Source: an optimization exercise on an open RTL-to-GDS flow (aim: small area, a short achievable clock period and few clock cycles per item). Production flows keep margins and buffers that such runs may drop.
At most, simulation tests tie the RTL to the original design; equivalence was not proved.
Function not checked in runs 3 to 6: the RTL went through the layout flow alone.
No activity file was given, so power comes from the tool's default toggle rates.

==> flow/design.v <==
package sm3_expnd_pkg;
    typedef logic [32-1:0] sm3_word_t;
    typedef logic [$clog2(16)-1:0] blk_idx_t;
    typedef logic [$clog2(52+1)-1:0] exp_cnt_t;   
    typedef logic [$clog2(4+1)-1:0] pre_cnt_t;    
    typedef enum logic [2:0] {
        st_idle,
        st_load_head,    
        st_stream,       
        st_expand,       
        st_expand_pre,   
        st_expand_fin,   
        st_wait_pre,     
        st_rapid_load    
    } expnd_state_e;
endpackage
`timescale 1ns/1ps
module sm3_expnd_ctrl (
    input  logic     clk,
    input  logic     rst_n,
    input  logic     pad_vld_i,
    input  logic     pad_lst_i,
    input  sm3_expnd_pkg::pre_cnt_t pre_cnt_i,
    output logic     pad_rdy_o,
    output logic     win_shift_o,
    output logic     win_sel_exp_o,
    output logic     win_rpd_o,
    output logic     pre_push_o,
    output logic     pre_clr_o,
    output logic     expnd_vld_o,
    output logic     expnd_lst_o
);
    localparam sm3_expnd_pkg::blk_idx_t HEAD_LAST = sm3_expnd_pkg::blk_idx_t'(5 - 1);
    localparam sm3_expnd_pkg::blk_idx_t BLK_LAST  = sm3_expnd_pkg::blk_idx_t'(16 - 1);
    localparam sm3_expnd_pkg::pre_cnt_t PRE_LAST  = sm3_expnd_pkg::pre_cnt_t'(4 - 1);
    localparam sm3_expnd_pkg::exp_cnt_t PRE_OPEN = sm3_expnd_pkg::exp_cnt_t'(64 - 16
                                               + 5 - 4 - 1);
    localparam sm3_expnd_pkg::exp_cnt_t EXP_LAST = sm3_expnd_pkg::exp_cnt_t'(52 - 1);
    sm3_expnd_pkg::expnd_state_e state_q;
    sm3_expnd_pkg::expnd_state_e state_d;
    sm3_expnd_pkg::blk_idx_t     idx_q;         
    sm3_expnd_pkg::exp_cnt_t     exp_cnt_q;
    logic         lst_flg_q;     
    logic         lst_nxt_q;     
    logic         pad_acc;
    logic         in_block;
    logic         exp_push;
    assign pad_rdy_o = (state_q != sm3_expnd_pkg::st_expand);   
    assign pad_acc   = pad_vld_i & pad_rdy_o;
    assign in_block = (state_q == sm3_expnd_pkg::st_idle) || (state_q == sm3_expnd_pkg::st_load_head)
                   || (state_q == sm3_expnd_pkg::st_stream);
    assign exp_push = (state_q == sm3_expnd_pkg::st_expand) || (state_q == sm3_expnd_pkg::st_expand_pre);
    assign win_shift_o   = (in_block && pad_acc) || exp_push;
    assign win_sel_exp_o = exp_push;
    assign win_rpd_o     = (state_q == sm3_expnd_pkg::st_rapid_load) && pad_acc;
    assign pre_push_o = pad_acc && ((state_q == sm3_expnd_pkg::st_expand_pre)
                                 || (state_q == sm3_expnd_pkg::st_expand_fin)
                                 || (state_q == sm3_expnd_pkg::st_wait_pre));
    assign pre_clr_o  = win_rpd_o;
    assign expnd_vld_o = ((state_q == sm3_expnd_pkg::st_stream) && pad_acc) || exp_push
                      || (state_q == sm3_expnd_pkg::st_expand_fin);
    assign expnd_lst_o = lst_flg_q && (state_q == sm3_expnd_pkg::st_expand_fin);
    always_comb begin
        state_d = state_q;
        case (state_q)
            sm3_expnd_pkg::st_idle: begin
                if (pad_acc) state_d = sm3_expnd_pkg::st_load_head;
            end
            sm3_expnd_pkg::st_load_head: begin
                if (pad_acc && idx_q == HEAD_LAST) state_d = sm3_expnd_pkg::st_stream;
            end
            sm3_expnd_pkg::st_stream: begin
                if (pad_acc && idx_q == BLK_LAST) state_d = sm3_expnd_pkg::st_expand;
            end
            sm3_expnd_pkg::st_expand: begin
                if (exp_cnt_q == PRE_OPEN) state_d = sm3_expnd_pkg::st_expand_pre;
            end
            sm3_expnd_pkg::st_expand_pre: begin
                if (exp_cnt_q == EXP_LAST) state_d = sm3_expnd_pkg::st_expand_fin;
            end
            sm3_expnd_pkg::st_expand_fin: begin
                if (pre_cnt_i == '0 && !pad_acc) begin
                    state_d = sm3_expnd_pkg::st_idle;                  
                end else if (pre_cnt_i == PRE_LAST && pad_acc) begin
                    state_d = sm3_expnd_pkg::st_rapid_load;
                end else begin
                    state_d = sm3_expnd_pkg::st_wait_pre;
                end
            end
            sm3_expnd_pkg::st_wait_pre: begin
                if (pre_cnt_i == PRE_LAST && pad_acc) state_d = sm3_expnd_pkg::st_rapid_load;
            end
            sm3_expnd_pkg::st_rapid_load: begin
                if (pad_acc) state_d = sm3_expnd_pkg::st_stream;       
            end
            default: begin
                state_d = sm3_expnd_pkg::st_idle;
            end
        endcase
    end
    always_ff @(posedge clk or negedge rst_n) begin
        if (!rst_n) begin
            state_q <= sm3_expnd_pkg::st_idle;
        end else begin
            state_q <= state_d;
        end
    end
    always_ff @(posedge clk or negedge rst_n) begin
        if (!rst_n) begin
            idx_q <= '0;
        end else if (pad_acc) begin
            idx_q <= idx_q + 1'b1;   
        end
    end
    always_ff @(posedge clk or negedge rst_n) begin
        if (!rst_n) begin
            exp_cnt_q <= '0;
        end else if (state_q == sm3_expnd_pkg::st_expand_fin) begin
            exp_cnt_q <= '0;
        end else if (exp_push) begin
            exp_cnt_q <= exp_cnt_q + 1'b1;
        end
    end
    always_ff @(posedge clk or negedge rst_n) begin
        if (!rst_n) begin
            lst_flg_q <= 1'b0;
            lst_nxt_q <= 1'b0;
        end else if (state_q == sm3_expnd_pkg::st_expand_fin) begin
            lst_flg_q <= lst_nxt_q | (pad_acc & pad_lst_i);
            lst_nxt_q <= 1'b0;
        end else if (pad_acc && pad_lst_i) begin
            if (state_q == sm3_expnd_pkg::st_expand_pre) begin
                lst_nxt_q <= 1'b1;
            end else begin
                lst_flg_q <= 1'b1;
            end
        end
    end
endmodule
`timescale 1ns/1ps
module sm3_word_window (
    input  logic                          clk,
    input  logic                          rst_n,
    input  logic                          win_shift_i,
    input  logic                          win_sel_exp_i,
    input  logic                          win_rpd_i,
    input  sm3_expnd_pkg::sm3_word_t                     pad_d_i,
    input  sm3_expnd_pkg::sm3_word_t [4-1:0] pre_words_i,
    output sm3_expnd_pkg::sm3_word_t                     wj_o,
    output sm3_expnd_pkg::sm3_word_t                     wjj_o
);
    localparam int NEWEST = 16 - 1;
    localparam int TAP_J16 = NEWEST - 15;
    localparam int TAP_J13 = NEWEST - 12;
    localparam int TAP_J9  = NEWEST - 8;
    localparam int TAP_J6  = NEWEST - 5;
    localparam int TAP_J3  = NEWEST - 2;
    localparam int OUT_TAP  = NEWEST - 4;                 
    localparam int RPD_BASE = NEWEST - 4;    
    sm3_expnd_pkg::sm3_word_t win_q [16];
    sm3_expnd_pkg::sm3_word_t mix_word;
    sm3_expnd_pkg::sm3_word_t exp_word;
    sm3_expnd_pkg::sm3_word_t push_word;
    function automatic sm3_expnd_pkg::sm3_word_t rotl(input sm3_expnd_pkg::sm3_word_t x, input int unsigned n);
        rotl = (x << n) | (x >> (32 - n));
    endfunction
    function automatic sm3_expnd_pkg::sm3_word_t p1(input sm3_expnd_pkg::sm3_word_t x);
        p1 = x ^ rotl(x, 15) ^ rotl(x, 23);
    endfunction
    assign mix_word = win_q[TAP_J16] ^ win_q[TAP_J9] ^ rotl(win_q[TAP_J3], 15);
    assign exp_word = p1(mix_word) ^ rotl(win_q[TAP_J13], 7) ^ win_q[TAP_J6];
    assign push_word = win_sel_exp_i ? exp_word : pad_d_i;
    always_ff @(posedge clk or negedge rst_n) begin
        if (!rst_n) begin
            for (int i = 0; i < 16; i++) begin
                win_q[i] <= '0;
            end
        end else if (win_shift_i) begin
            for (int i = 0; i < NEWEST; i++) begin
                win_q[i] <= win_q[i + 1];
            end
            win_q[NEWEST] <= push_word;
        end else if (win_rpd_i) begin
            for (int i = 0; i < 4; i++) begin
                win_q[RPD_BASE + i] <= pre_words_i[i];
            end
            win_q[NEWEST] <= pad_d_i;
        end
    end
    assign wj_o  = win_q[OUT_TAP];
    assign wjj_o = win_q[OUT_TAP] ^ win_q[NEWEST];   
endmodule
`timescale 1ns/1ps
module sm3_prefetch_buf (
    input  logic                          clk,
    input  logic                          rst_n,
    input  logic                          pre_push_i,
    input  logic                          pre_clr_i,
    input  sm3_expnd_pkg::sm3_word_t                     pad_d_i,
    output sm3_expnd_pkg::sm3_word_t [4-1:0] pre_words_o,
    output sm3_expnd_pkg::pre_cnt_t                      pre_cnt_o
);
    sm3_expnd_pkg::sm3_word_t [4-1:0] buf_q;   
    sm3_expnd_pkg::pre_cnt_t                      cnt_q;
    always_ff @(posedge clk) begin
        if (pre_push_i) begin
            buf_q <= {pad_d_i, buf_q[4-1:1]};
        end
    end
    always_ff @(posedge clk or negedge rst_n) begin
        if (!rst_n) begin
            cnt_q <= '0;
        end else if (pre_clr_i) begin
            cnt_q <= '0;
        end else if (pre_push_i) begin
            cnt_q <= cnt_q + 1'b1;
        end
    end
    assign pre_words_o = buf_q;
    assign pre_cnt_o   = cnt_q;
endmodule
`timescale 1ns/1ps
module sm3_expnd_top (
    input  logic      clk,
    input  logic      rst_n,
    input  sm3_expnd_pkg::sm3_word_t pad_d_i,
    input  logic      pad_vld_i,
    input  logic      pad_lst_i,
    output logic      pad_rdy_o,
    output sm3_expnd_pkg::sm3_word_t wj_o,
    output sm3_expnd_pkg::sm3_word_t wjj_o,
    output logic      expnd_vld_o,
    output logic      expnd_lst_o
);
    logic                          win_shift;
    logic                          win_sel_exp;
    logic                          win_rpd;
    logic                          pre_push;
    logic                          pre_clr;
    sm3_expnd_pkg::pre_cnt_t                      pre_cnt;
    sm3_expnd_pkg::sm3_word_t [4-1:0] pre_words;
    sm3_expnd_ctrl u_ctrl (
        .clk           (clk),
        .rst_n         (rst_n),
        .pad_vld_i     (pad_vld_i),
        .pad_lst_i     (pad_lst_i),
        .pre_cnt_i     (pre_cnt),
        .pad_rdy_o     (pad_rdy_o),
        .win_shift_o   (win_shift),
        .win_sel_exp_o (win_sel_exp),
        .win_rpd_o     (win_rpd),
        .pre_push_o    (pre_push),
        .pre_clr_o     (pre_clr),
        .expnd_vld_o   (expnd_vld_o),
        .expnd_lst_o   (expnd_lst_o)
    );
    sm3_word_window u_window (
        .clk           (clk),
        .rst_n         (rst_n),
        .win_shift_i   (win_shift),
        .win_sel_exp_i (win_sel_exp),
        .win_rpd_i     (win_rpd),
        .pad_d_i       (pad_d_i),
        .pre_words_i   (pre_words),
        .wj_o          (wj_o),
        .wjj_o         (wjj_o)
    );
    sm3_prefetch_buf u_prefetch (
        .clk         (clk),
        .rst_n       (rst_n),
        .pre_push_i  (pre_push),
        .pre_clr_i   (pre_clr),
        .pad_d_i     (pad_d_i),
        .pre_words_o (pre_words),
        .pre_cnt_o   (pre_cnt)
    );
endmodule
==> flow/run.sh <==
#!/bin/bash
# synth_recipe.tcl (not shown) runs the flow's synth.tcl, then flattens the netlist and writes it again
# the make line also repeats each setting of config.mk as NAME=value (left out here)
make -C /OpenROAD-flow-scripts/flow DESIGN_CONFIG=/design/flow/config.mk WORK_HOME=/design/flow/orfs CLKGATE_MAP_FILE= SYNTH_SCRIPT=/design/flow/synth_recipe.tcl finish
==> flow/config.mk <==
export PLATFORM = sky130hd
export DESIGN_NAME = sm3_expnd_top
export DESIGN_NICKNAME = sm3_expnd_top
export VERILOG_FILES = /design/flow/design.v
export SDC_FILE = /design/flow/constraint.sdc
export NUM_CORES = 4
export LEC_CHECK = 0
export CAP_MARGIN = 20
export CORE_MARGIN = 2
export CORE_UTILIZATION = 40
export SLEW_MARGIN = 20
==> flow/constraint.sdc <==
create_clock -name core_clock -period 3.5 [get_ports {clk}]
set_input_delay 0.7000 -clock core_clock [delete_from_list [all_inputs] [get_ports {clk}]]
set_output_delay 0.7000 -clock core_clock [all_outputs]
set_load 0.01 [all_outputs]
==> reports/qor.csv, run 1 <==
stage,metric,value,unit
run_status,outcome,finished clean,
power_and_ir_drop,Peak VDD IR,0.713,mV
critical_path,Crit path largest cell delay,0.62,ns
floorplanning,Core ar.,66100,um^2
placed_design,I/O Buffers,102,
clock_tree,Post-CTS Hold Buffers,0,
finish,n_diodes,0,
detailed_routing,DR pass1 iterations,5,
timing,Tightest Pin Transition,0.856,ns
detailed_routing,final wirelength,59300,um
detailed_routing,Avg Vias per Cell,5.09,
timing,final hold vios,0,
floorplanning,Initial Util,40.6,%
placed_design,Post-DP HPWL,40400,um
timing,clk_skew,0.0291,ns
timing,Final period util,88.7,%
grt,vias in the first global route,15800,
grt,largest net degree at the start of global routing,89,
clock_tree,CTS resizes,0,
logic_synthesis,Synth Flop Type,dfrtp_1,
finish,fin util,47.4,%
detailed_routing,Final ANT Viol Nets,0,
logic_synthesis,Post-synth EDFFs,128,
grt,gr ovfl total,0,
detailed_routing,Via Count,15000,
finish,proportion of layout cells with a drive suffix above 1,21.1,%
logic_synthesis,top-count cell post-synth,dfrtp_1,
logic_synthesis,share of the synthesized area in the top cell type,49.4,%
logic_synthesis,synthesized area,26800,um^2
floorplanning,Die Y,263,um
finish,area delta synth->final,16.8,%
detailed_routing,routed length per instance,20.1,um
logic_synthesis,#FFs+latches synth,658,
critical_path,Critical Path RT,2.80,ns
placed_design,GPL Wtd Cong,0.773,
detailed_routing,DRC,0,
timing,Max Clock Freq,0.322,GHz
floorplanning,Rows,94,
grt,first-pass GRT wire length,94200,um
grt,initial antenna violation count,2,
logic_synthesis,Synth Instances,1913,
job,maxcap violations,0,
logic_synthesis,syn_area_per_cell,14.0,um^2
critical_path,crit path cell chain,inv_1 > nor2_1 > and3_1 > clkdlybuf4s50_1,
logic_synthesis,"Warnings, synthesis",4,
placed_design,area of placed instances,29000,um^2
floorplanning,I/O Pins,103,
timing,RSZ-0062 raised after global routing,no,
timing,max-slew violations,0,
clock_tree,setup bufs post-CTS,0,
clock_tree,"Clk Latency, worst-skew pair",0.61,ns
critical_path,CP Max Fanout,14,
power_and_ir_drop,leakage power,13.9,nW
logic_synthesis,ranking of synthesized cells by area,"dfrtp_1, edfxtp_1, mux2_2",
clock_tree,CTS tree,built,
critical_path,startpoint type of the worst setup path,register,
timing,post-layout min period,3.10,ns
worst_hold_path,worst min path class,in -> async,
grt,gr usage total,17.6,%
clock_tree,clk buf depth,3,
floorplanning,Die Width,263,um
logic_synthesis,syn_nets,1956,
detailed_routing,initial DRC count,1045,
clock_tree,CTS Sinks,658,
floorplanning,Die Area,69200,um^2
critical_path,Worst Setup Path Type,reg -> out,
timing,setup_tns,0,ns
timing,max_slew headroom,42.9,%
power_and_ir_drop,Power Density,1150,nW/um^2
clock_tree,Root Buffer,clkbuf_16,
logic_synthesis,asr flop ratio synth,80.5,%
critical_path,Worst EP arrival,2.40,ns
logic_synthesis,Synth area leader,dfrtp_1,
critical_path,Slowest cell on crit path,dfrtp_1,
timing,final setup fails,0,
critical_path,CP endpoint kind,output pin,
clock_tree,CTS H-Tree Depth,3,
logic_synthesis,Synth cell types,44,
clock_tree,CTS Buf Count,69,
logic_synthesis,register area share after synthesis,63.7,%
finish,Total Nets Final,2077,
clock_tree,clock-pin slew on the worst setup and hold paths,0.06,ns
finish,filler cell count,5841,
finish,Final Cell Area,31300,um^2
logic_synthesis,most frequent cells after synthesis,"dfrtp_1, nand2_1, mux2_2",
## metrics by stage
stage | hold WS, ns | power, mW | instances | worst slack, ns
2_1_floorplan | 0.404 | 23.1 | 1913 | 0.191
3_3_place_gp | 0.428 | 28.4 | 2827 | 0.520
3_5_place_dp | 0.434 | 28.8 | 2827 | 0.480
4_1_cts | 0.173 | 36.4 | 2953 | 0.345
5_1_grt | 0.202 | 38.2 | 2953 | 0.228
6_report | 0.165 | 36.0 | 2953 | 0.397
## kinds of logic after synthesis
family	Yosys count	share of synthesized area, %
compound gates	224	5.52
xor+xnor	195	8.00
fa+ha+maj	7	0.326
buf+inv	111	2.33
flops	658	63.7
mux	353	14.8
simple gates	365	5.28
## cell type report
cell class / instances / area (um^2) / area share [%]
well taps: 864 / 1080 / 3.45
multi-input cells: 1144 / 9140 / 29.2
clock inverters: 28 / 323 / 1.03
repair buffers: 151 / 1670 / 5.33
clock buffers: 98 / 1980 / 6.31
flip-flops and latches: 658 / 17100 / 54.6
inverters: 10 / 41.3 / 0.132
## cell usage in the layout (no fill, tap or decap), types with 10 or more instances in the layout
cell type        Yosys  routed
nor2_1              37      36
clkbuf_1            15      17
mux2_1              72      72
xnor2_1             99      99
a22oi_1            128     128
dfrtp_1            530     530
xnor3_1             32      32
o21ai_0             14      13
clkdlybuf4s50_1      0     101
buf_4               22      27
mux2_2             280     280
nand2_1            309     309
clkinv_2             0      11
a21oi_1             69      69
buf_12               0      22
edfxtp_1           128     128
clkbuf_16            0      71
clkbuf_8             0      10
xor2_1              64      64
## state kept, by name, indices dropped and copies added (netlist names)
name / cells
u_window.win_q: 512
u_prefetch.buf_q: 128
u_ctrl.exp_cnt_q: 6
u_ctrl.idx_q: 4
u_ctrl.state_q: 3
u_prefetch.cnt_q: 3
u_ctrl.lst_flg_q: 1
u_ctrl.lst_nxt_q: 1
## report_power, final
group	internal [mW]	switching (mW)	leakage (nW)
registers	10.8	2.38	7.88
logic	7.36	7.99	4.85
clock network	4.40	2.98	1.13
total	22.6	13.4	13.9
## worst max-delay path, delay by kind of cell, from the launching register on
kind	cells	cell delay, ns
buffers and inverters	2	0.71
flip-flops	1	0.62
AND/OR/NAND/NOR	2	0.48
## final timing paths
check	from	end	slack (ns)	cells past startpoint
max in group asynchronous	rst_n	u_ctrl.state_q[2]	2.38	2
hold / removal	rst_n	u_window.win_q[12][22]	0.17	1
hold reg to reg	u_prefetch.buf_q[110]	u_prefetch.buf_q[78]	0.44	0
min in group core_clock	u_prefetch.buf_q[110]	u_prefetch.buf_q[78]	0.44	0
setup / recovery	u_ctrl.state_q[2]	expnd_lst_o	0.40	4
setup reg to reg	u_ctrl.state_q[2]	u_window.win_q[8][15]	0.99	5
## metal layers
| metal | share of wire, % | up-vias | wire length, um | track usage [%] |
|---|---|---|---|---|
| met1 | 46 | 7762 | 27500 | 24.7 |
| met4 | 1.5 | 0 | 904 | 4.37 |
| li1 | - | 6941 | - | - |
| met3 | 3.6 | 73 | 2120 | 2.67 |
| met5 | 0 | - | 0 | 0 |
| met2 | 49 | 261 | 28800 | 28.7 |
Testbench counts, summed over its fixed seeds: cycles 6,272, items 6,144.
==> run 2, diff against run 1 <==
==> flow/design.v (replaced) <==
package sm3_expnd_pkg;
    typedef logic [32-1:0] sm3_word_t;
endpackage
`timescale 1ns/1ps
module sm3_expnd_ctrl (
    input  logic clk,
    input  logic rst_n,
    input  logic pad_vld_i,
    input  logic pad_lst_i,
    output logic pad_rdy_o,
    output logic sel_exp_o,      
    output logic sel_pad_o,      
    output logic expnd_vld_o,
    output logic expnd_lst_o
);
    logic [6:0] idx_q;       
    logic [3:0] dbt_q;       
    logic       done_q;      
    logic       fin_q;       
    logic       lst_q;       
    logic       lsto_q;
    logic loading;
    logic aligned;
    logic pad_acc;
    logic str_vld;
    assign loading = (idx_q[6:4] == 3'd0);
    assign aligned = loading && (dbt_q == 4'd0);
    assign pad_rdy_o = aligned;
    assign pad_acc   = pad_vld_i && aligned;
    assign str_vld = aligned && !done_q && (idx_q >= 7'(5));
    assign sel_exp_o   = !loading;
    assign sel_pad_o   = aligned;
    assign expnd_vld_o = !loading || fin_q || str_vld;
    assign expnd_lst_o = lsto_q;
    always_ff @(posedge clk or negedge rst_n) begin
        if (!rst_n) begin
            idx_q  <= '0;
            dbt_q  <= '0;
            done_q <= 1'b0;
            fin_q  <= 1'b0;
            lst_q  <= 1'b0;
            lsto_q <= 1'b0;
        end else begin
            fin_q  <= 1'b0;
            lsto_q <= 1'b0;
            if (!loading) begin
                if (idx_q == 7'(67)) begin
                    idx_q  <= '0;
                    fin_q  <= 1'b1;
                    lsto_q <= lst_q;
                end else begin
                    idx_q <= idx_q + 7'd1;
                end
            end else if (pad_acc) begin
                idx_q  <= idx_q + 7'd1;
                done_q <= 1'b0;
                lst_q  <= (lst_q && idx_q != 7'd0) || pad_lst_i;
            end else if (idx_q != 7'd0) begin
                dbt_q  <= dbt_q + 4'd1;
                done_q <= done_q || str_vld;
            end
        end
    end
endmodule
`timescale 1ns/1ps
module sm3_word_window (
    input  logic                     clk,
    input  logic                     sel_exp_i,
    input  logic                     sel_pad_i,
    input  sm3_expnd_pkg::sm3_word_t pad_d_i,
    output sm3_expnd_pkg::sm3_word_t wj_o,
    output sm3_expnd_pkg::sm3_word_t wjj_o
);
    localparam int NEWEST = 16 - 1;
    sm3_expnd_pkg::sm3_word_t win_q [16];
    sm3_expnd_pkg::sm3_word_t mix_word;
    sm3_expnd_pkg::sm3_word_t exp_word;
    sm3_expnd_pkg::sm3_word_t push_word;
    function automatic sm3_expnd_pkg::sm3_word_t rotl(input sm3_expnd_pkg::sm3_word_t x, input int unsigned n);
        rotl = (x << n) | (x >> (32 - n));
    endfunction
    function automatic sm3_expnd_pkg::sm3_word_t p1(input sm3_expnd_pkg::sm3_word_t x);
        p1 = x ^ rotl(x, 15) ^ rotl(x, 23);
    endfunction
    assign mix_word = win_q[0] ^ win_q[7] ^ rotl(win_q[13], 15);
    assign exp_word = p1(mix_word) ^ rotl(win_q[3], 7) ^ win_q[10];
    assign push_word = sel_exp_i ? exp_word : (sel_pad_i ? pad_d_i : win_q[0]);
    always_ff @(posedge clk) begin
        for (int i = 0; i < NEWEST; i++) begin
            win_q[i] <= win_q[i + 1];
        end
        win_q[NEWEST] <= push_word;
    end
    assign wj_o  = win_q[NEWEST - 4];
    assign wjj_o = win_q[NEWEST - 4] ^ win_q[NEWEST];   
endmodule
`timescale 1ns/1ps
module sm3_expnd_top (
    input  logic      clk,
    input  logic      rst_n,
    input  sm3_expnd_pkg::sm3_word_t pad_d_i,
    input  logic      pad_vld_i,
    input  logic      pad_lst_i,
    output logic      pad_rdy_o,
    output sm3_expnd_pkg::sm3_word_t wj_o,
    output sm3_expnd_pkg::sm3_word_t wjj_o,
    output logic      expnd_vld_o,
    output logic      expnd_lst_o
);
    logic sel_exp;
    logic sel_pad;
    sm3_expnd_ctrl u_ctrl (
        .clk         (clk),
        .rst_n       (rst_n),
        .pad_vld_i   (pad_vld_i),
        .pad_lst_i   (pad_lst_i),
        .pad_rdy_o   (pad_rdy_o),
        .sel_exp_o   (sel_exp),
        .sel_pad_o   (sel_pad),
        .expnd_vld_o (expnd_vld_o),
        .expnd_lst_o (expnd_lst_o)
    );
    sm3_word_window u_window (
        .clk       (clk),
        .sel_exp_i (sel_exp),
        .sel_pad_i (sel_pad),
        .pad_d_i   (pad_d_i),
        .wj_o      (wj_o),
        .wjj_o     (wjj_o)
    );
endmodule
==> run 2 against run 1 <==
Effect of this change: die area down 48%; still clean on timing, DRC and antenna; count of clock-buffer cells in the layout down 28; highest routed layer unchanged; critical path type unchanged; register-to-register slack better by 0.36 ns; design area down 46%; critical endpoint is now expnd_vld_o; area after synthesis down 48%.
==> reports/qor.csv, run 2 <==
stage,metric,value,unit
critical_path,reg2reg start,u_ctrl.dbt_q[0],
placed_design,Post-DP HPWL,15300,um
logic_synthesis,ranking of synthesized cells by area,"dfxtp_1, xnor2_1, xnor3_1",
logic_synthesis,#FFs+latches synth,527,
timing,final hold vios,0,
logic_synthesis,Synth cell types,33,
finish,area delta synth->final,22.4,%
timing,Max Clock Freq,0.303,GHz
worst_hold_path,worst min path class,reg -> reg,
critical_path,CP endpoint kind,output pin,
logic_synthesis,post-synthesis mux area share,2.68,%
finish,Total Nets Final,1069,
timing,post-layout min period,3.30,ns
clock_tree,clk buf depth,3,
placed_design,I/O Buffers,102,
logic_synthesis,share of the synthesized area in the top cell type,73.9,%
timing,setup_tns,0,ns
timing,max_slew headroom,50.0,%
logic_synthesis,Post-synth EDFFs,0,
finish,Reg with most FFs,u_window.win_q,
logic_synthesis,largest family of logic cells by synthesized area,XOR/XNOR gates,
floorplanning,I/O Pins,103,
timing,max-slew violations,0,
detailed_routing,Avg Vias per Cell,4.09,
floorplanning,Rows,68,
detailed_routing,DR pass1 iterations,4,
clock_tree,Root Buffer,clkbuf_16,
clock_tree,CTS Sinks,527,
floorplanning,Die Width,190,um
finish,proportion of layout cells with a drive suffix above 1,10.4,%
power_and_ir_drop,Peak VDD IR,0.421,mV
grt,gr usage total,12.8,%
finish,filler cell count,2976,
clock_tree,CTS Buf Count,49,
timing,Tightest Pin Transition,0.751,ns
timing,final setup fails,0,
power_and_ir_drop,Tot Pwr,11.2,mW
floorplanning,Core ar.,34400,um^2
power_and_ir_drop,Power Density,657,nW/um^2
run_status,outcome,finished clean,
grt,initial antenna violation count,0,
critical_path,family with the most delay on the worst path,simple AND/OR/NAND/NOR gates,
finish,"commonest cells after routing, fill and taps aside","dfxtp_1, xnor2_1, clkdlybuf4s50_1",
critical_path,Worst EP arrival,2.60,ns
logic_synthesis,Synth Area in Adders,0.451,%
finish,max FFs per register,512,
job,maxcap violations,0,
logic_synthesis,asr flop ratio synth,2.85,%
timing,RSZ-0062 raised after global routing,no,
critical_path,r2r setup slk,1.35,ns
worst_hold_path,HP Start,u_window.win_q[8][24],
detailed_routing,Final ANT Viol Nets,0,
timing,clk_skew,0.0203,ns
logic_synthesis,compound-cell area share of the yosys netlist,1.78,%
clock_tree,CTS resizes,0,
grt,largest net degree at the start of global routing,67,
detailed_routing,routed length per instance,15.1,um
detailed_routing,DRC,0,
finish,n_diodes,0,
worst_hold_path,hold path depth,0,
worst_hold_path,Min-Delay Endpoint,u_window.win_q[7][24],
placed_design,GPL Wtd Cong,0.725,
timing,Final period util,94.2,%
clock_tree,"Clk Latency, worst-skew pair",0.54,ns
finish,total area of sequential cells,10600,um^2
grt,gr ovfl total,0,
logic_synthesis,"Warnings, synthesis",3,
clock_tree,Post-CTS Hold Buffers,0,
finish,Regs by FF count,"u_window.win_q: 512 flops, u_ctrl.idx_q: 7 flops, u_ctrl.dbt_q: 4 flops",
power_and_ir_drop,leakage power,7.18,nW
critical_path,"most used cell, CP",or3_1,
critical_path,Worst Setup Path Type,reg -> out,
critical_path,CP Max Fanout,6,
clock_tree,CTS tree,built,
finish,"most common cell after layout, fill and taps aside",dfxtp_1,
logic_synthesis,syn_nets,925,
critical_path,crit path cell chain,inv_1 > ha_1 > or3_1 > a21oi_1 > nor3b_1 > or3_1 > clkdlybuf4s50_1,
critical_path,Reg2Reg Depth,7,
detailed_routing,final wirelength,22900,um
logic_synthesis,Synth area leader,dfxtp_1,
detailed_routing,Via Count,6215,
logic_synthesis,synthesized area,13900,um^2
logic_synthesis,post-synthesis simple-gate area fraction,2.11,%
critical_path,startpoint type of the worst setup path,register,
finish,Post-Layout Cell Count,1518,
critical_path,worst r2r dst,u_window.win_q[15][27],
clock_tree,CTS H-Tree Depth,2,
logic_synthesis,Synth Flop Type,dfxtp_1,
floorplanning,Die Area,36200,um^2
placed_design,dpl cells,1432,
clock_tree,clock-pin slew on the worst setup and hold paths,0.06,ns
critical_path,Slowest cell on crit path,clkdlybuf4s50_1,
critical_path,Crit path largest cell delay,0.48,ns
logic_synthesis,Synth Instances,884,
logic_synthesis,register area share after synthesis,76.6,%
floorplanning,Initial Util,40.4,%
clock_tree,setup bufs post-CTS,0,
floorplanning,Die Y,190,um
logic_synthesis,most frequent cells after synthesis,"dfxtp_1, xnor2_1, xor2_1",
grt,vias in the first global route,6332,
detailed_routing,initial DRC count,190,
critical_path,Critical Path RT,2.80,ns
finish,multi-input logic area,3170,um^2
critical_path,CP Buf/Inv Count,2,
logic_synthesis,top-count cell post-synth,dfxtp_1,
logic_synthesis,syn_area_per_cell,15.7,um^2
logic_synthesis,Post-Synth XOR/XNOR Area,15.7,%
grt,first-pass GRT wire length,35200,um
==> run 2: changes by cell type after synthesis, moves of 72 or more <==
cell,delta
a22oi_1,-128
edfxtp_1,-128
mux2_1,-72
mux2_2,-247
nand2_1,-275
dfrtp_1,-515
dfxtp_1,+512
==> run 2: logic make-up (layout without fill, tap and decap cells) <==
| group | count (synthesis) | count (layout) |
|---|---|---|
| adders and majority gates | 5 | 5 |
| AOI/OAI and AO/OA | 43 | 43 |
| buffers and inverters | 16 | 195 |
| muxes | 33 | 33 |
| DFF | 527 | 527 |
| xor gates and xnor gates | 199 | 199 |
| and+or+nand+nor | 61 | 61 |
==> run 2: per-stage QoR <==
stage | hold slack, ns | util (%) | area [um^2] | setup WS, ns
final | 0.308 | 49.4 | 17000 | 0.204
after global routing | 0.324 | 49.4 | 17000 | 0.0808
after CTS | 0.317 | 49.4 | 17000 | 0.154
after detailed placement | 0.312 | 44.9 | 15400 | 0.731
after global placement | 0.310 | 44.9 | 15400 | 0.777
after floorplan | 0.310 | - | 13900 | 1.29
==> run 2: layout make-up <==
cell class | instances | area share [%]
flip-flops and latches | 527 | 62.6
multi-input cells | 341 | 18.7
clock buffers | 70 | 8.04
repair buffers | 104 | 6.10
well taps | 455 | 3.35
clock inverters | 16 | 1.15
inverters | 5 | 0.111
==> run 2: power by group <==
group	total (mW)	switching, mW	leakage (nW)	internal [mW]
registers	6.00	0	4.52	6.00
clock network	5.09	2.08	0.766	3.01
logic	0.0662	0.0185	1.90	0.0477
==> run 2: per-layer routing <==
layer | routed length [um] | vias up | GRT usage (%)
met2 | 10000 | 117 | 19.7
met1 | 11400 | 2925 | 18.1
met3 | 1020 | 42 | 2.71
met4 | 459 | 0 | 4.26
met5 | 0 | - | 0
li1 | - | 3131 | -
==> run 2: worst max path at each step <==
stage	from	endpoint	slack [ns]	cells past startpoint
2_1_floorplan	u_ctrl.dbt_q[0]	expnd_vld_o	1.29	6
3_3_place_gp	u_ctrl.idx_q[1]	expnd_vld_o	0.78	7
3_5_place_dp	u_ctrl.idx_q[1]	expnd_vld_o	0.73	7
4_1_cts	u_ctrl.idx_q[1]	expnd_vld_o	0.15	7
5_1_grt	u_ctrl.idx_q[1]	expnd_vld_o	0.08	7
6_report	u_ctrl.idx_q[1]	expnd_vld_o	0.20	7
Testbench counts of run 2, summed over its fixed seeds: cycles 6,536, items 6,144.
==> run 3, diff against run 2 <==
--- a/flow/design.v
+++ b/flow/design.v
@@ -16,51 +16,70 @@
     logic [6:0] idx_q;       
     logic [3:0] dbt_q;       
     logic       done_q;      
-    logic       fin_q;       
     logic       lst_q;       
     logic       lsto_q;
-    logic loading;
-    logic aligned;
-    logic pad_acc;
-    logic str_vld;
-    assign loading = (idx_q[6:4] == 3'd0);
-    assign aligned = loading && (dbt_q == 4'd0);
-    assign pad_rdy_o = aligned;
-    assign pad_acc   = pad_vld_i && aligned;
-    assign str_vld = aligned && !done_q && (idx_q >= 7'(5));
-    assign sel_exp_o   = !loading;
-    assign sel_pad_o   = aligned;
-    assign expnd_vld_o = !loading || fin_q || str_vld;
-    assign expnd_lst_o = lsto_q;
+    logic       rdy_q;       
+    logic       exp_q;       
+    logic       vld_q;
+    logic [6:0] idx_d;
+    logic [3:0] dbt_d;
+    logic       done_d;
+    logic       fin_d;
+    logic       rdy_d;
+    logic       exp_d;
+    logic       pad_acc;
+    assign pad_acc = pad_vld_i && rdy_q;
+    always_comb begin
+        idx_d  = idx_q;
+        dbt_d  = dbt_q;
+        done_d = done_q;
+        fin_d  = 1'b0;
+        if (exp_q) begin
+            if (idx_q == 7'(67)) begin
+                idx_d = '0;
+                fin_d = 1'b1;
+            end else begin
+                idx_d = idx_q + 7'd1;
+            end
+        end else if (pad_acc) begin
+            idx_d  = idx_q + 7'd1;
+            done_d = 1'b0;
+        end else if (idx_q != 7'd0) begin
+            dbt_d  = dbt_q + 4'd1;
+            done_d = done_q || (vld_q && rdy_q);
+        end
+        exp_d = (idx_d[6:4] != 3'd0);
+        rdy_d = !exp_d && (dbt_d == 4'd0);
+    end
     always_ff @(posedge clk or negedge rst_n) begin
         if (!rst_n) begin
             idx_q  <= '0;
             dbt_q  <= '0;
             done_q <= 1'b0;
-            fin_q  <= 1'b0;
             lst_q  <= 1'b0;
             lsto_q <= 1'b0;
+            rdy_q  <= 1'b0;   
+            exp_q  <= 1'b0;
+            vld_q  <= 1'b0;
         end else begin
-            fin_q  <= 1'b0;
-            lsto_q <= 1'b0;
-            if (!loading) begin
-                if (idx_q == 7'(67)) begin
-                    idx_q  <= '0;
-                    fin_q  <= 1'b1;
-                    lsto_q <= lst_q;
-                end else begin
-                    idx_q <= idx_q + 7'd1;
-                end
-            end else if (pad_acc) begin
-                idx_q  <= idx_q + 7'd1;
-                done_q <= 1'b0;
-                lst_q  <= (lst_q && idx_q != 7'd0) || pad_lst_i;
-            end else if (idx_q != 7'd0) begin
-                dbt_q  <= dbt_q + 4'd1;
-                done_q <= done_q || str_vld;
+            idx_q  <= idx_d;
+            dbt_q  <= dbt_d;
+            done_q <= done_d;
+            rdy_q  <= rdy_d;
+            exp_q  <= exp_d;
+            lsto_q <= fin_d && lst_q;
+            vld_q  <= exp_d || fin_d
+                   || (rdy_d && !done_d && (idx_d >= 7'(5)));
+            if (pad_acc) begin
+                lst_q <= (lst_q && idx_q != 7'd0) || pad_lst_i;
             end
         end
     end
+    assign pad_rdy_o   = rdy_q;
+    assign sel_exp_o   = exp_q;
+    assign sel_pad_o   = rdy_q;
+    assign expnd_vld_o = vld_q;
+    assign expnd_lst_o = lsto_q;
 endmodule
 `timescale 1ns/1ps
 module sm3_word_window (
--- a/flow/config.mk
+++ b/flow/config.mk
@@ -8,4 +8,5 @@
 export CAP_MARGIN = 20
 export CORE_MARGIN = 2
 export CORE_UTILIZATION = 40
+export SETUP_SLACK_MARGIN = 1.0
 export SLEW_MARGIN = 20
==> run 3 against run 2 <==
Effect of this change: area after synthesis grew 0.36%; design area rose by 0.98%; die area rose by 0.36%; still clean on timing, DRC and antenna; flip-flop and latch count grew 2; highest routed layer unchanged; global-route usage is 0.50 points higher; register-to-register slack gained 0.25 ns; clock skew rose by 0.0056 ns; cell count rose by 0.99%.
==> reports/qor.csv, run 3 <==
stage,metric,value,unit
finish,max FFs per register,512,
floorplanning,Die Area,36300,um^2
detailed_routing,initial DRC count,242,
timing,hold_ws,0.312,ns
detailed_routing,DRT met1 WL,11600,um
power_and_ir_drop,Clock power frac,46.5,%
critical_path,startpoint type of the worst setup path,register,
logic_synthesis,Synth area leader,dfxtp_1,
logic_synthesis,syn_nets,937,
placed_design,GPL Wtd Cong,0.761,
critical_path,Worst Setup Path Type,reg -> out,
clock_tree,CTS Buf Count,51,
clock_tree,clk buf depth,3,
logic_synthesis,share of the synthesized area in the top cell type,73.6,%
floorplanning,Rows,68,
timing,final setup fails,0,
finish,area delta synth->final,23.2,%
logic_synthesis,Synth Flop Type,dfxtp_1,
critical_path,Slowest cell on crit path,clkdlybuf4s50_1,
power_and_ir_drop,leakage power,6.73,nW
finish,Total Nets Final,1083,
clock_tree,setup bufs post-CTS,0,
finish,n_diodes,0,
floorplanning,Initial Util,40.5,%
grt,first-pass GRT wire length,36500,um
detailed_routing,WL met3,1200,um
timing,clk_skew,0.0259,ns
clock_tree,clock-pin slew on the worst setup and hold paths,0.06,ns
finish,Final Cell Area,17100,um^2
critical_path,Worst EP arrival,1.72,ns
power_and_ir_drop,internal power,9.19,mW
finish,Reg with most FFs,u_window.win_q,
finish,"most common cell after layout, fill and taps aside",dfxtp_1,
clock_tree,CTS H-Tree Depth,2,
logic_synthesis,syn_area_per_cell,15.5,um^2
clock_tree,Root Buffer,clkbuf_16,
power_and_ir_drop,NetSw,2.17,mW
grt,gr ovfl total,0,
floorplanning,Die Width,191,um
timing,Tightest Pin Transition,0.806,ns
logic_synthesis,Synth Instances,898,
logic_synthesis,most frequent cells after synthesis,"dfxtp_1, xnor2_1, xor2_1",
timing,max_slew headroom,46.3,%
placed_design,I/O Buffers,102,
critical_path,CP Max Fanout,3,
floorplanning,Core ar.,34400,um^2
detailed_routing,DR pass1 iterations,4,
timing,Max Clock Freq,0.414,GHz
detailed_routing,Final ANT Viol Nets,0,
detailed_routing,final wirelength,23500,um
placed_design,Post-DP HPWL,15600,um
detailed_routing,Via Count,6303,
finish,"commonest cells after routing, fill and taps aside","dfxtp_1, clkdlybuf4s50_1, xnor2_1",
finish,fin util,49.9,%
placed_design,area of placed instances,15500,um^2
logic_synthesis,Post-synth EDFFs,0,
power_and_ir_drop,Peak VDD IR,0.350,mV
critical_path,CP endpoint kind,output pin,
logic_synthesis,register area share after synthesis,76.7,%
power_and_ir_drop,register share of total power,53.1,%
clock_tree,"Clk Latency, worst-skew pair",0.56,ns
power_and_ir_drop,Power Density,662,nW/um^2
logic_synthesis,top-count cell post-synth,dfxtp_1,
detailed_routing,routed length per instance,15.3,um
grt,gr usage total,13.3,%
run_status,outcome,finished clean,
timing,setup_tns,0,ns
job,maxcap violations,0,
detailed_routing,Detail Route met2 WL,10200,um
power_and_ir_drop,Sw Ratio,19.1,%
timing,Final period util,69.0,%
critical_path,crit path cell chain,xor2_2 > clkdlybuf4s50_1,
logic_synthesis,ranking of synthesized cells by area,"dfxtp_1, xnor2_1, xnor3_1",
detailed_routing,Avg Vias per Cell,4.11,
detailed_routing,DRC,0,
logic_synthesis,Synth cell types,38,
timing,max-slew violations,0,
timing,final hold vios,0,
floorplanning,I/O Pins,103,
logic_synthesis,#FFs+latches synth,529,
grt,initial antenna violation count,0,
clock_tree,CTS Sinks,529,
worst_hold_path,worst min path class,reg -> reg,
grt,largest net degree at the start of global routing,68,
power_and_ir_drop,Logic pwr share,0.4,%
logic_synthesis,synthesized area,13900,um^2
logic_synthesis,"Warnings, synthesis",3,
logic_synthesis,asr flop ratio synth,3.21,%
detailed_routing,top sig layer,met4,
floorplanning,Die Y,191,um
finish,proportion of layout cells with a drive suffix above 1,8.35,%
timing,post-layout min period,2.42,ns
timing,RSZ-0062 raised after global routing,no,
critical_path,Critical Path RT,2.80,ns
finish,Regs by FF count,"u_window.win_q: 512 flops, u_ctrl.idx_q: 7 flops, u_ctrl.dbt_q: 4 flops",
clock_tree,CTS tree,built,
critical_path,Crit path largest cell delay,0.57,ns
grt,vias in the first global route,6536,
[run 3: cell types whose count changed in the layout (fill, tap and decap cells not counted), moves of 3 or more]
cell,previous run,this run
nor2b_1,0,3
o21ai_1,24,34
nand3_1,4,0
a21oi_1,3,6
xnor2_1,132,99
o21ai_0,10,1
mux2i_1,0,33
mux2_2,33,0
clkbuf_8,6,11
nor2_1,8,1
clkbuf_1,15,10
nand4_1,1,5
nand2_1,34,41
xor2_1,35,65
[run 3: layout make-up]
type                       count  area [um^2]
clock buffer                  72         1470
clock inverter                15          183
fill                        2962        17200
inverter                       5         18.8
multi-input combinational    353         3190
sequential                   529        10700
tap                          455          569
timing repair buffer         104         1040
[run 3: worst paths after layout]
check | slack [ns] | to | depth (start not counted) | from
setup / recovery | 1.08 | wjj_o[17] | 2 | u_window.win_q[11][17]
hold / removal | 0.31 | u_window.win_q[7][2] | 0 | u_window.win_q[8][2]
setup reg to reg | 1.60 | u_ctrl.rdy_q | 5 | u_ctrl.idx_q[3]
hold reg to reg | 0.31 | u_window.win_q[7][2] | 0 | u_window.win_q[8][2]
max in group asynchronous | 2.34 | u_ctrl.exp_q | 1 | rst_n
min in group asynchronous | 0.62 | u_ctrl.dbt_q[2] | 1 | rst_n
[run 3: kinds of logic after synthesis]
family | share of synthesized area (%)
flops | 76.7
xor+xnor | 15.6
simple gates | 2.30
compound gates | 2.29
mux | 2.45
buf+inv | 0.440
fa+ha+maj | 0.270
[run 3: critical path, delay by kind of cell (launching register included)]
family	cells	cell delay [ns]
buf+inv	1	0.57
flops	1	0.39
xor+xnor	1	0.21
[run 3: timing repair]
action | 4_1_cts | 5_1_grt
gates resized for setup | 1 | 1
hold buffers | 0 | 0
endpoints found under the setup margin | 1 | 1
endpoints found under the hold margin | 0 | 0
[run 3: layer usage]
layer	global-route usage, %	vias to the layer above
met2	20.2	130
met3	3.48	46
li1	-	3192
met5	0	-
met4	4.17	0
met1	18.7	2935
[run 3: per-stage QoR]
| stage | instances | total power [mW] | setup slack (ns) |
|---|---|---|---|
| after CTS | 1533 | 11.5 | 1.01 |
| after floorplan | 898 | 6.16 | 1.73 |
| after detailed placement | 1446 | 6.21 | 1.02 |
| after global routing | 1533 | 11.8 | 1.01 |
| final | 1533 | 11.4 | 1.08 |
| after global placement | 1446 | 6.21 | 1.06 |
[run 3: power by group through the flow]
| stage | clock network, mW | registers, mW | logic [mW] |
|---|---|---|---|
| floorplan | 0 | 6.16 | 0.000879 |
| global placement | 0 | 6.16 | 0.0518 |
| detailed placement | 0 | 6.16 | 0.0512 |
| CTS | 5.41 | 6.02 | 0.0516 |
| global route | 5.69 | 6.02 | 0.0531 |
| finish | 5.28 | 6.02 | 0.0499 |
==> run 4, diff against run 3 <==
--- a/flow/config.mk
+++ b/flow/config.mk
@@ -8,5 +8,5 @@
 export CAP_MARGIN = 20
 export CORE_MARGIN = 2
 export CORE_UTILIZATION = 40
-export SETUP_SLACK_MARGIN = 1.0
+export SETUP_SLACK_MARGIN = 2.0
 export SLEW_MARGIN = 20
==> run 4 against run 3 <==
Effect of this change: clock skew is 0.0020 ns lower; cell count up 2.9%; via count up 3.5%; highest routed layer unchanged.
==> reports/qor.csv, run 4 <==
stage,metric,value,unit
timing,Final period util,55.1,%
worst_hold_path,Min-Delay Endpoint,u_window.win_q[4][2],
placed_design,GPL Wtd Cong,0.800,
logic_synthesis,synthesized area,13900,um^2
timing,Max Clock Freq,0.519,GHz
finish,"most common cell after layout, fill and taps aside",dfxtp_1,
worst_hold_path,HP Start,u_window.win_q[5][2],
finish,"commonest cells after routing, fill and taps aside","dfxtp_1, xnor2_1, dfxtp_2",
logic_synthesis,Synth area leader,dfxtp_1,
placed_design,I/O Buffers,102,
logic_synthesis,syn_area_per_cell,15.5,um^2
logic_synthesis,top-count cell post-synth,dfxtp_1,
timing,max_slew headroom,47.4,%
floorplanning,Rows,68,
floorplanning,Die Y,191,um
grt,largest net degree at the start of global routing,65,
critical_path,CP endpoint kind,output pin,
critical_path,startpoint type of the worst setup path,register,
logic_synthesis,register area share after synthesis,76.7,%
critical_path,reg2reg start,u_ctrl.idx_q[3],
grt,gr ovfl total,0,
clock_tree,clk buf depth,3,
floorplanning,Core ar.,34400,um^2
timing,setup_tns,0,ns
detailed_routing,final wirelength,24500,um
job,maxcap violations,0,
logic_synthesis,#FFs+latches synth,529,
worst_hold_path,worst min path class,reg -> reg,
placed_design,Post-DP HPWL,15600,um
critical_path,CP Max Fanout,3,
logic_synthesis,Synth cell types,38,
timing,final hold vios,0,
logic_synthesis,"Warnings, synthesis",3,
finish,n_diodes,0,
clock_tree,clock-pin slew on the worst setup and hold paths,0.06,ns
detailed_routing,DR pass1 iterations,4,
worst_hold_path,hold path depth,0,
clock_tree,CTS Sinks,529,
critical_path,r2r setup slk,1.70,ns
timing,clk_skew,0.0239,ns
timing,final setup fails,0,
placed_design,area of placed instances,15500,um^2
grt,first-pass GRT wire length,36900,um
floorplanning,I/O Pins,103,
clock_tree,CTS tree,built,
detailed_routing,Final ANT Viol Nets,0,
finish,Reg with most FFs,u_window.win_q,
finish,area delta synth->final,30.5,%
logic_synthesis,Synth Instances,898,
timing,RSZ-0062 raised after global routing,yes,
finish,Final Cell Area,18200,um^2
logic_synthesis,Post-synth EDFFs,0,
critical_path,Worst Setup Path Type,reg -> out,
power_and_ir_drop,leakage power,7.37,nW
timing,max-slew violations,0,
floorplanning,Die Area,36300,um^2
power_and_ir_drop,Power Density,632,nW/um^2
logic_synthesis,share of the synthesized area in the top cell type,73.6,%
logic_synthesis,Synth Flop Type,dfxtp_1,
logic_synthesis,most frequent cells after synthesis,"dfxtp_1, xnor2_1, xor2_1",
clock_tree,Post-CTS Hold Buffers,0,
grt,vias in the first global route,6501,
timing,post-layout min period,1.93,ns
critical_path,Critical Path RT,2.80,ns
detailed_routing,DRC,0,
finish,proportion of layout cells with a drive suffix above 1,35.6,%
detailed_routing,initial DRC count,276,
timing,Tightest Pin Transition,0.786,ns
placed_design,dpl cells,1446,
power_and_ir_drop,Tot Pwr,11.5,mW
clock_tree,CTS Buf Count,50,
floorplanning,Initial Util,40.5,%
detailed_routing,Via Count,6522,
run_status,outcome,finished clean,
critical_path,Reg2Reg Depth,5,
logic_synthesis,asr flop ratio synth,3.21,%
clock_tree,"Clk Latency, worst-skew pair",0.57,ns
logic_synthesis,syn_nets,937,
detailed_routing,routed length per instance,15.5,um
critical_path,worst r2r dst,u_ctrl.rdy_q,
grt,gr usage total,13.5,%
floorplanning,Die Width,191,um
power_and_ir_drop,Peak VDD IR,0.343,mV
finish,max FFs per register,512,
finish,Regs by FF count,"u_window.win_q: 512 flops, u_ctrl.idx_q: 7 flops, u_ctrl.dbt_q: 4 flops",
detailed_routing,Avg Vias per Cell,4.13,
clock_tree,CTS H-Tree Depth,2,
grt,initial antenna violation count,0,
finish,Total Nets Final,1123,
critical_path,Worst EP arrival,1.23,ns
clock_tree,Root Buffer,clkbuf_16,
finish,Post-Layout Cell Count,1578,
logic_synthesis,ranking of synthesized cells by area,"dfxtp_1, xnor2_1, xnor3_1",
[run 4: per-layer routing]
metal	GRT usage, %	routed length, um
met1	19.0	12100
met2	20.8	10900
met3	2.82	955
met4	4.56	529
met5	0	0
[run 4: worst max-delay path, cell delays in order (launching register included)]
cell	delay, ns
dfxtp_4	0.36
xor2_1	0.16
buf_2	0.15
[run 4: power by group]
part / switching (mW) / internal (mW) / total (mW)
registers: 0 / 6.01 / 6.01
logic: 0.0150 / 0.0347 / 0.0496
clock network: 2.20 / 3.23 / 5.43
[run 4: cell type report]
type	count	area, um^2
inverters	5	18.8
flip-flops and latches	529	10900
fillers	2865	16200
clock buffers	68	1380
repair buffers	145	1310
well taps	455	569
multi-input cells	353	3730
clock inverters	23	314
[run 4: worst max-delay path by stage]
stage,startpoint,end,cells after the start
2_1_floorplan,u_ctrl.idx_q[3],u_ctrl.rdy_q,5
3_3_place_gp,pad_vld_i,u_ctrl.rdy_q,6
3_5_place_dp,pad_vld_i,u_ctrl.rdy_q,6
4_1_cts,u_window.win_q[11][20],wjj_o[20],2
5_1_grt,u_window.win_q[11][19],wjj_o[19],2
6_report,u_window.win_q[11][20],wjj_o[20],2
[run 4: logic make-up (layout without fill, tap and decap cells)]
logic type                 count (synthesis)  count (layout)  share of synthesized area (%)
xor gates and xnor gates                 197             197                           15.6
buffers and inverters                     16             241                          0.440
DFF                                      529             529                           76.7
and+or+nand+nor                           65              65                           2.30
muxes                                     34              34                           2.45
AOI/OAI and AO/OA                         54              54                           2.29
adders and majority gates                  3               3                          0.270
[run 4: timing repair]
item | in CTS | in global routing
buffers inserted | 18 | 23
setup endpoints to repair | 110 | 109
cloned | 0 | 0
pin swaps | 47 | 100
gates resized for setup | 418 | 133
[run 4: metrics by stage]
| stage | hold WS (ns) | utilization, % | worst slack (ns) |
|---|---|---|---|
| 3_3_place_gp | 0.310 | 45.2 | 1.18 |
| 4_1_cts | 0.310 | 50.8 | 1.54 |
| 5_1_grt | 0.320 | 52.9 | 1.49 |
| 6_report | 0.316 | 52.9 | 1.57 |
| 3_5_place_dp | 0.312 | 45.2 | 1.10 |
| 2_1_floorplan | 0.310 | - | 1.78 |
==> run 5, diff against run 4 <==
--- a/flow/config.mk
+++ b/flow/config.mk
@@ -8,5 +8,5 @@
 export CAP_MARGIN = 20
 export CORE_MARGIN = 2
 export CORE_UTILIZATION = 40
-export SETUP_SLACK_MARGIN = 2.0
+export SETUP_SLACK_MARGIN = 3.0
 export SLEW_MARGIN = 20
==> run 5 against run 4 <==
Effect of this change: highest routed layer unchanged; non-clock buffer count increased by 18; clock skew decreased by 0.015 ns; core utilization increased by 1.6 points; largest cell class unchanged; die area unchanged; clock power decreased by 2%; sequential share of layout area decreased by 1.4 points; synthesized cell count unchanged; cell count increased by 1.3%; hold slack got worse by 0.24 ns; critical endpoint is now wjj_o[4]; power decreased by 1.1%; still clean; flip-flop and latch count unchanged; design area increased by 2.9%.
==> reports/qor.csv, run 5 <==
stage,metric,value,unit
finish,max FFs per register,512,
finish,"most common cell after layout, fill and taps aside",dfxtp_1,
critical_path,Worst EP arrival,1.24,ns
timing,max-slew violations,0,
floorplanning,Die Area,36300,um^2
logic_synthesis,Synth Instances,898,
critical_path,r2r setup slk,1.70,ns
floorplanning,I/O Pins,103,
clock_tree,Root Buffer,clkbuf_16,
floorplanning,Die Y,191,um
clock_tree,CTS tree,built,
clock_tree,clk buf depth,3,
logic_synthesis,syn_nets,937,
timing,clk_skew,0.00905,ns
finish,Total Nets Final,1141,
placed_design,I/O Buffers,102,
placed_design,Post-DP HPWL,15600,um
logic_synthesis,Synth area leader,dfxtp_1,
floorplanning,Rows,68,
detailed_routing,Via Count,6592,
logic_synthesis,asr flop ratio synth,3.21,%
logic_synthesis,synthesized area,13900,um^2
logic_synthesis,most frequent cells after synthesis,"dfxtp_1, xnor2_1, xor2_1",
clock_tree,"Clk Latency, worst-skew pair",0.55,ns
detailed_routing,final wirelength,25000,um
critical_path,Worst Setup EP,wjj_o[4],
detailed_routing,routed length per instance,15.7,um
critical_path,CP Max Fanout,2,
critical_path,startpoint type of the worst setup path,register,
finish,Reg with most FFs,u_window.win_q,
clock_tree,CTS Sinks,529,
timing,hold_ws,0.0758,ns
grt,vias in the first global route,6757,
timing,Final period util,55.5,%
timing,post-layout min period,1.94,ns
critical_path,Reg2Reg Depth,5,
grt,gr usage total,13.9,%
logic_synthesis,#FFs+latches synth,529,
clock_tree,CTS H-Tree Depth,2,
critical_path,worst r2r dst,u_ctrl.rdy_q,
critical_path,CP startpoint,u_window.win_q[11][4],
timing,Tightest Pin Transition,0.580,ns
detailed_routing,Final ANT Viol Nets,0,
detailed_routing,DRC,0,
logic_synthesis,"Warnings, synthesis",3,
grt,initial antenna violation count,0,
logic_synthesis,register area share after synthesis,76.7,%
worst_hold_path,worst min path class,in -> async,
clock_tree,CTS Buf Count,50,
grt,largest net degree at the start of global routing,65,
detailed_routing,Avg Vias per Cell,4.12,
grt,first-pass GRT wire length,38300,um
logic_synthesis,Synth cell types,38,
grt,gr ovfl total,0,
floorplanning,Initial Util,40.5,%
timing,final hold vios,0,
placed_design,GPL Wtd Cong,0.756,
logic_synthesis,Post-synth EDFFs,0,
finish,proportion of layout cells with a drive suffix above 1,41.0,%
critical_path,reg2reg start,u_ctrl.idx_q[4],
timing,Max Clock Freq,0.515,GHz
logic_synthesis,Synth Flop Type,dfxtp_1,
logic_synthesis,top-count cell post-synth,dfxtp_1,
timing,final setup fails,0,
logic_synthesis,syn_area_per_cell,15.5,um^2
logic_synthesis,ranking of synthesized cells by area,"dfxtp_1, xnor2_1, xnor3_1",
logic_synthesis,share of the synthesized area in the top cell type,73.6,%
critical_path,CP endpoint kind,output pin,
floorplanning,Die Width,191,um
power_and_ir_drop,Peak VDD IR,0.371,mV
finish,fin util,54.4,%
finish,area delta synth->final,34.3,%
detailed_routing,DR pass1 iterations,6,
power_and_ir_drop,leakage power,7.48,nW
critical_path,Critical Path RT,2.80,ns
critical_path,Worst Setup Path Type,reg -> out,
finish,"commonest cells after routing, fill and taps aside","dfxtp_1, dfxtp_2, buf_6",
timing,max_slew headroom,61.3,%
finish,Regs by FF count,"u_window.win_q: 512 flops, u_ctrl.idx_q: 7 flops, u_ctrl.dbt_q: 4 flops",
detailed_routing,initial DRC count,229,
job,maxcap violations,0,
clock_tree,clock-pin slew on the worst setup and hold paths,0.06,ns
clock_tree,Post-CTS Hold Buffers,0,
timing,RSZ-0062 raised after global routing,yes,
power_and_ir_drop,Power Density,607,nW/um^2
run_status,outcome,finished clean,
power_and_ir_drop,Tot Pwr,11.4,mW
finish,n_diodes,0,
floorplanning,Core ar.,34400,um^2
timing,setup_tns,0,ns
==> run 5: cell count changes in the layout (fill, tap and decap cells not counted), moves of 7 or more <==
cell and change:
dfxtp_1 -15, xor2_2 +28, dfxtp_4 +13, clkinv_2 -7, xor2_1 -30, buf_6 +17
==> run 5: worst max-delay path: stages, from the launching register on <==
cell,delay [ns]
dfxtp_4,0.37
xor2_4,0.20
buf_6,0.13
==> run 5: cell type report <==
| cell class | count | area, um^2 |
|---|---|---|
| clock inverters | 19 | 223 |
| multi-input cells | 353 | 4040 |
| clock buffers | 75 | 1440 |
| fillers | 2790 | 15700 |
| well taps | 455 | 569 |
| inverters | 5 | 18.8 |
| repair buffers | 163 | 1520 |
| flip-flops and latches | 529 | 10900 |
==> run 5: cells by family (layout without fill, tap and decap cells) <==
group,count (synthesis),after routing,synth area share [%]
flip-flops,529,529,76.7
XOR/XNOR,197,197,15.6
AND/OR/NAND/NOR,65,65,2.30
AO/OA/AOI/OAI,54,54,2.29
multiplexers,34,34,2.45
buffers and inverters,16,262,0.440
adder cells (fa/ha/maj),3,3,0.270
==> run 5: what timing repair did <==
item,in CTS,in global routing
endpoints found under the setup margin,137,147
buffers inserted,34,25
resized for setup,477,72
pin swaps,123,53
==> run 5: metrics by stage <==
step,instance area (um^2),worst slack [ns],cells
after global placement,15900,1.14,1446
final,18700,1.56,1599
after global routing,18700,1.51,1599
after floorplan,14300,1.78,898
after detailed placement,15900,1.11,1446
after CTS,18200,1.49,1574
==> run 5: power breakdown <==
group | switching, mW | leakage [nW] | internal [mW] | total [mW]
Sequential | 0 | 4.45 | 6.00 | 6.00
Clock | 2.17 | 0.805 | 3.14 | 5.32
Combinational | 0.0155 | 2.23 | 0.0341 | 0.0496
==> run 5: worst min path at each step <==
stage | start | endpoint | slack [ns] | cells past startpoint
after global routing | rst_n | u_ctrl.dbt_q[2] | 0.07 | 1
final | rst_n | u_ctrl.lsto_q | 0.08 | 1
after global placement | u_window.win_q[12][7] | u_window.win_q[11][7] | 0.31 | 0
after floorplan | u_window.win_q[12][0] | u_window.win_q[11][0] | 0.31 | 0
after detailed placement | u_window.win_q[12][22] | u_window.win_q[11][22] | 0.31 | 0
after CTS | rst_n | u_ctrl.dbt_q[2] | 0.16 | 1
==> run 5: layer usage <==
layer | up-vias | track usage [%] | part of all wire, %
li1 | 3273 | - | -
met1 | 3145 | 19.5 | 49
met2 | 128 | 21.7 | 45
met3 | 46 | 3.05 | 4.2
met4 | 0 | 4.32 | 2.0
met5 | - | 0 | 0
==> run 6, diff against run 5 <==
--- a/flow/config.mk
+++ b/flow/config.mk
@@ -8,5 +8,5 @@
 export CAP_MARGIN = 20
 export CORE_MARGIN = 2
 export CORE_UTILIZATION = 40
-export SETUP_SLACK_MARGIN = 3.0
+export SETUP_SLACK_MARGIN = 2.5
 export SLEW_MARGIN = 20
==> run 6 against run 5 <==
Effect of this change: register-to-register slack about the same; clock power about the same; setup slack improved by 0.0023 ns; power about the same; clock skew increased by 0.00054 ns; flip-flop and latch count unchanged; critical endpoint unchanged; fmax increased by 0.12%; sequential share of layout area increased by 0.13 points; area after synthesis unchanged; largest cell class unchanged; core utilization decreased by 0.13 points.
==> reports/qor.csv, run 6 <==
stage,metric,value,unit
run_status,outcome,finished clean,
logic_synthesis,Post-synth EDFFs,0,
detailed_routing,DR pass1 iterations,4,
logic_synthesis,syn_nets,937,
logic_synthesis,ranking of synthesized cells by area,"dfxtp_1, xnor2_1, xnor3_1",
timing,final hold vios,0,
finish,Total Nets Final,1140,
finish,total area of sequential cells,10900,um^2
grt,gr usage total,13.9,%
clock_tree,clock-pin slew on the worst setup and hold paths,0.06,ns
critical_path,r2r setup slk,1.69,ns
job,maxcap violations,0,
timing,Max Clock Freq,0.515,GHz
grt,vias in the first global route,6760,
critical_path,Crit path largest cell delay,0.38,ns
placed_design,I/O Buffers,102,
floorplanning,Die Area,36300,um^2
critical_path,Worst Setup Path Type,reg -> out,
finish,area delta synth->final,34.0,%
critical_path,CP Max Fanout,2,
clock_tree,Post-CTS Hold Buffers,0,
power_and_ir_drop,Tot Pwr,11.4,mW
logic_synthesis,Synth Instances,898,
logic_synthesis,syn_area_per_cell,15.5,um^2
floorplanning,I/O Pins,103,
clock_tree,Root Buffer,clkbuf_16,
detailed_routing,routed length per instance,15.7,um
critical_path,CP Buf/Inv Count,1,
logic_synthesis,Synth Flop Type,dfxtp_1,
timing,post-layout min period,1.94,ns
critical_path,Critical Path RT,2.80,ns
finish,"commonest cells after routing, fill and taps aside","dfxtp_1, xnor2_1, dfxtp_2",
critical_path,CP endpoint kind,output pin,
timing,setup_tns,0,ns
placed_design,area of placed instances,15900,um^2
critical_path,Worst EP arrival,1.24,ns
logic_synthesis,synthesized area,13900,um^2
timing,Final period util,55.5,%
grt,initial antenna violation count,0,
critical_path,crit path cell chain,xor2_4 > buf_6,
critical_path,Slowest cell on crit path,dfxtp_4,
timing,hold_ws,0.319,ns
grt,largest net degree at the start of global routing,65,
logic_synthesis,Synth cell types,38,
timing,final setup fails,0,
logic_synthesis,most frequent cells after synthesis,"dfxtp_1, xnor2_1, xor2_1",
floorplanning,Rows,68,
power_and_ir_drop,leakage power,7.47,nW
detailed_routing,Avg Vias per Cell,4.12,
logic_synthesis,#FFs+latches synth,529,
critical_path,startpoint type of the worst setup path,register,
detailed_routing,Via Count,6581,
power_and_ir_drop,Power Density,609,nW/um^2
finish,Final Cell Area,18700,um^2
detailed_routing,Final ANT Viol Nets,0,
grt,first-pass GRT wire length,38300,um
floorplanning,Core ar.,34400,um^2
finish,multi-input logic area,4040,um^2
logic_synthesis,top-count cell post-synth,dfxtp_1,
grt,gr ovfl total,0,
logic_synthesis,share of the synthesized area in the top cell type,73.6,%
logic_synthesis,register area share after synthesis,76.7,%
placed_design,Post-DP HPWL,15600,um
clock_tree,CTS H-Tree Depth,2,
clock_tree,CTS tree,built,
floorplanning,Die Width,191,um
critical_path,family with the most delay on the worst path,flip-flops,
finish,Reg with most FFs,u_window.win_q,
clock_tree,CTS Buf Count,50,
clock_tree,CTS Sinks,529,
detailed_routing,initial DRC count,232,
detailed_routing,final wirelength,25000,um
logic_synthesis,asr flop ratio synth,3.21,%
timing,Tightest Pin Transition,0.821,ns
logic_synthesis,"Warnings, synthesis",3,
floorplanning,Initial Util,40.5,%
timing,RSZ-0062 raised after global routing,yes,
logic_synthesis,Synth area leader,dfxtp_1,
clock_tree,clk buf depth,3,
finish,Regs by FF count,"u_window.win_q: 512 flops, u_ctrl.idx_q: 7 flops, u_ctrl.dbt_q: 4 flops",
finish,max FFs per register,512,
detailed_routing,DRC,0,
power_and_ir_drop,Peak VDD IR,0.371,mV
finish,proportion of layout cells with a drive suffix above 1,40.7,%
finish,"most common cell after layout, fill and taps aside",dfxtp_1,
timing,max_slew headroom,45.3,%
clock_tree,"Clk Latency, worst-skew pair",0.55,ns
floorplanning,Die Y,191,um
timing,clk_skew,0.00960,ns
finish,filler cell count,2792,
finish,n_diodes,0,
worst_hold_path,worst min path class,in -> async,
timing,max-slew violations,0,
placed_design,GPL Wtd Cong,0.756,
==> run 6: stage by stage <==
step                utilization [%]  std cells  setup WS, ns
global route                   54.3       1598          1.51
finish                         54.3       1598          1.56
global placement               46.2       1446          1.14
floorplan                         -        898          1.78
CTS                            53.1       1574          1.49
detailed placement             46.2       1446          1.11
==> run 6: path summary, 6_finish.rpt <==
kind / start / endpoint / cells after the start
worst min-delay path: rst_n / u_ctrl.exp_q / 1
worst max-delay path: u_window.win_q[11][4] / wjj_o[4] / 2
max in group asynchronous: rst_n / u_ctrl.idx_q[2] / 1
worst max register to register: u_ctrl.idx_q[4] / u_ctrl.rdy_q / 5
min in group core_clock: u_window.win_q[9][30] / u_window.win_q[8][30] / 0
worst min register to register: u_window.win_q[9][30] / u_window.win_q[8][30] / 0
==> run 6: routing by layer <==
layer	up-vias	track usage, %	share of wire, %
met5	-	0	0
met4	0	4.32	2.0
li1	3273	-	-
met3	46	3.05	4.2
met1	3136	19.5	49
met2	126	21.7	45
==> run 6: power by group <==
| part | switching, mW | leakage (nW) | total [mW] | internal [mW] |
|---|---|---|---|---|
| registers | 0 | 4.45 | 6.00 | 6.00 |
| logic | 0.0155 | 2.22 | 0.0498 | 0.0343 |
| clock network | 2.18 | 0.805 | 5.32 | 3.14 |
| total | 2.19 | 7.47 | 11.4 | 9.17 |
==> run 6: timing repair <==
action	in CTS	in global routing
pin swaps	123	53
buffers inserted	34	24
resized for setup	473	60
setup endpoints to repair	133	122
==> run 6: logic make-up after synthesis <==
kind of cell,count (synthesis),synth area share (%)
flops,529,76.7
buf+inv,16,0.440
fa+ha+maj,3,0.270
xor+xnor,197,15.6
mux,34,2.45
compound gates,54,2.29
simple gates,65,2.30
==> run 6: cell type report <==
type                       instances  share of cell area, %
clock inverter                    19                   1.19
tap                              455                   3.05
timing repair buffer             162                   7.89
clock buffer                      75                   7.69
multi-input combinational        353                   21.6
inverter                           5                  0.101
sequential                       529                   58.4
==> run 6: worst reg2reg max path: stages, from the launching register on <==
cell and delay, ns:
dfrtp_2 0.41, or4_4 0.59, o2bb2ai_4 0.16, a221oi_4 0.10, or3_4 0.39, nor2_2 0.10

re-timing with driven ports:
In the flow no input, the clock included, has a driving cell. The finished layouts below were timed again as built, in two steps.
Step 1: set_driving_cell puts a clkbuf_16 on clk and a buf_2 on each other input, an assumption about the parent block.
Step 2 times the ports against the registers' clock, not the clock port: input delays grow and output delays shrink by t, the midpoint of the rising clock arrivals with the driver on.
a / b / c = no drivers / after step 1 / after step 2; a / b = the first two.
| run | shift t [ns] | slack for setup (ns) | hold WS [ns] |
|---|---|---|---|
| run 1 | 0.655 | 0.397 / 0.335 / 0.474 | 0.165 / 0.162 / 0.443 |
| run 2 | 0.586 | 0.204 / 0.152 / 0.738 | 0.308 / 0.308 / 0.308 |
| run 3 | 0.595 | 1.084 / 1.036 / 0.995 | 0.312 / 0.312 / 0.312 |
| run 4 | 0.601 | 1.572 / 1.525 / 1.300 | 0.316 / 0.316 / 0.316 |
| run 5 | 0.594 | 1.557 / 1.507 / 1.267 | 0.076 / 0.050 / 0.319 |
| run 6 | 0.594 | 1.559 / 1.510 / 1.267 | 0.319 / 0.300 / 0.319 |
After both steps every run listed still meets setup and hold. The setup slack of run 6, which loses most, moves by -0.049 ns with the drivers and by -0.292 ns with both steps.
